This is an optimization exercise on Yosys and OpenROAD, whose aim is small area, not a production implementation. Function was checked by simulation only, so behaviour that the tests miss may differ from the original.

==> flow/design.v (excerpt) <==
module dwconv_bias_buffer_pp #(
  parameter int CH = 32,
  parameter int DW = 16
) (
  input  logic                    clk,
  input  logic                    rst_n,
  input  logic                    load_en,
  input  logic                    in_valid,
  input  logic [DW-1:0]           in_data,
  output logic                    in_ready,
  input  logic                    reload,
  output logic                    load_done,
  input  logic                    r_en,
  output logic [CH*DW-1:0]        bias_out,
  output logic                    bias_valid,
  input  logic                    swap,
  output logic                    active_bank
);
  localparam int CW = $clog2(CH);
  localparam logic [1:0] S_IDLE = 2'd0;
  localparam logic [1:0] S_LOAD = 2'd1;
  localparam logic [1:0] S_FULL = 2'd2;
  localparam logic [CW-1:0] LAST_IDX = CW'(CH - 1);
  logic [1:0]       r_state;
  logic [CW-1:0]    r_idx;
  logic             r_active_bank;
  logic             r_bias_valid;
  logic             r_azero;
  logic             r_ozero;
  logic [CH*DW-1:0] r_wbank;    
  logic [CH*DW-1:0] r_abank;    
  logic [CH*DW-1:0] r_nbias;    
  logic             w_accept;
  logic             w_swap_go;
  logic             w_whold;
  logic             w_ahold;
  logic             w_ohold;
  assign w_accept  = (r_state == S_LOAD) && in_valid && !reload;
  assign w_swap_go = swap && (r_state == S_FULL) && !reload;
  assign w_whold   = !w_accept && (r_state != S_IDLE);
  assign w_ahold   = !w_swap_go && !r_azero;
  assign w_ohold   = !r_en && !r_ozero;
  always_ff @(posedge clk or posedge rst_n) begin
    if (rst_n) begin
      r_active_bank <= 1'b0;
      r_azero       <= 1'b1;
    end else if (w_swap_go) begin
      r_active_bank <= ~r_active_bank;
      r_azero       <= 1'b0;
    end
  end
  always_ff @(posedge clk or posedge rst_n) begin
    if (rst_n) begin
      r_state <= S_IDLE;
      r_idx   <= '0;
    end else if (reload) begin
      r_state <= S_IDLE;
      r_idx   <= '0;
    end else begin
      case (r_state)
        S_IDLE: begin
          r_idx <= '0;
          if (load_en) r_state <= S_LOAD;
        end
        S_LOAD: begin
          if (w_accept) begin
            if (r_idx == LAST_IDX) begin
  ...
Size in the first run: about 3600 cells after synthesis, about 1500 flip-flops, roughly 47000 µm² of cells after synthesis.
clock: 4.0 ns
lec_check: 0
cap_margin: 20
core_margin: 2
core_utilization: 75
place_density: 0.85
slew_margin: 20
standard.sh (not shown) runs the stock make flow with config.mk's settings and CLKGATE_MAP_FILE= SYNTH_SCRIPT=/design/flow/synth_recipe.tcl, a recipe that flattens the netlist after the stock synthesis.
==> flow/flow/run.sh <==
#!/bin/bash
# Own layout flow: the standard flow (standard.sh), with three changes to
# how the layout is made:
#   * synthesis: the same script (synth_recipe.tcl), but ABC maps with an
#     area-oriented script (flow/abc_area_nf.script) instead of the speed one;
#     registers are untouched (ABC only maps the combinational logic);
#   * port buffers: sky130_fd_sc_hd__buf_1 instead of the default choice;
#   * CTS: clkbuf_4 tree, smaller sink clusters, no dummy loads.
#   * floorplan: ABC buffers removed instead of a timing repair there (the
#     unbuffered area mapping has large-fanout nets that placement buffers).
# Every make step writes its own log under orfs/logs/; make's own output goes
# to flow_make.log here.
set -euo pipefail
W=$(pwd)

cp "$W/flow/abc_area_nf.script" "$W/abc_area_nf.script"
{
  echo "proc abc {args} {"
  echo "  set i [lsearch -exact \$args -script]"
  echo "  if {\$i >= 0} { lset args [expr {\$i + 1}] $W/abc_area_nf.script }"
  echo "  yosys abc {*}\$args"
  echo "}"
  cat "$W/synth_recipe.tcl"
} > "$W/my_synth.tcl"

sed "s#SYNTH_SCRIPT=$W/synth_recipe.tcl#SYNTH_SCRIPT=$W/my_synth.tcl#" standard.sh > my_standard.sh
grep -q "SYNTH_SCRIPT=$W/my_synth.tcl" my_standard.sh

bash my_standard.sh \
  REMOVE_ABC_BUFFERS=1 \
  BUFFER_PORTS_ARGS="-buffer_cell sky130_fd_sc_hd__buf_1" \
  CTS_ARGS="$(cat "$W/flow/cts_args.txt")" \
  finish > "$W/flow_make.log" 2>&1
==> flow/flow/abc_area_nf.script <==
&get -n
&st
&dch
&nf -a
&put
==> flow/flow/cts_args.txt <==
-sink_clustering_enable -repair_clock_nets -dont_use_dummy_load -buf_list sky130_fd_sc_hd__clkbuf_4 -sink_clustering_size 10 -sink_clustering_max_diameter 40
Next try:
--- a/flow/flow/run.sh
+++ b/flow/flow/run.sh
@@ -7,3 +7,3 @@
 #   * port buffers: sky130_fd_sc_hd__buf_1 instead of the default choice;
-#   * CTS: clkbuf_4 tree, smaller sink clusters, no dummy loads.
+#   * CTS: clkbuf_8 tree, smaller sink clusters, no dummy loads.
 #   * floorplan: ABC buffers removed instead of a timing repair there (the
==> flow/flow/cts_args.txt (replaced) <==
-sink_clustering_enable -repair_clock_nets -dont_use_dummy_load -buf_list sky130_fd_sc_hd__clkbuf_8 -sink_clustering_size 16 -sink_clustering_max_diameter 60
CAP_MARGIN = 5   (was 20)
CORE_UTILIZATION = 85   (was 75)
PLACE_DENSITY = 0.92   (was 0.85)
SLEW_MARGIN = 5   (was 20)
Result: This time the run died in 5_1_grt; area after synthesis stays the same; synthesized cell count stays the same.

## what the ideal ports hide
The results above use ideal ports. As a check the final layout listed here was re-extracted and re-timed, cells and wires unchanged.
Step 1, drivers: a clkbuf_16 drives clk and a buf_2 each remaining input, both assumed.
Step 2 also shifts input and output timing later by t, the mid clock arrival at the registers, as if the neighbouring blocks saw the same clock.
Three values: no drivers, after step 1, after step 2; two values: the first two.
run: the first run
t, ns: 1.089
slack for setup (ns): 0.269 / 0.203 / 1.203
pins driven straight from the clock port: 1
After both steps the first run still meets setup and hold. The setup slack of the first run moves by -0.066 ns with the drivers and by +0.934 ns with both steps.
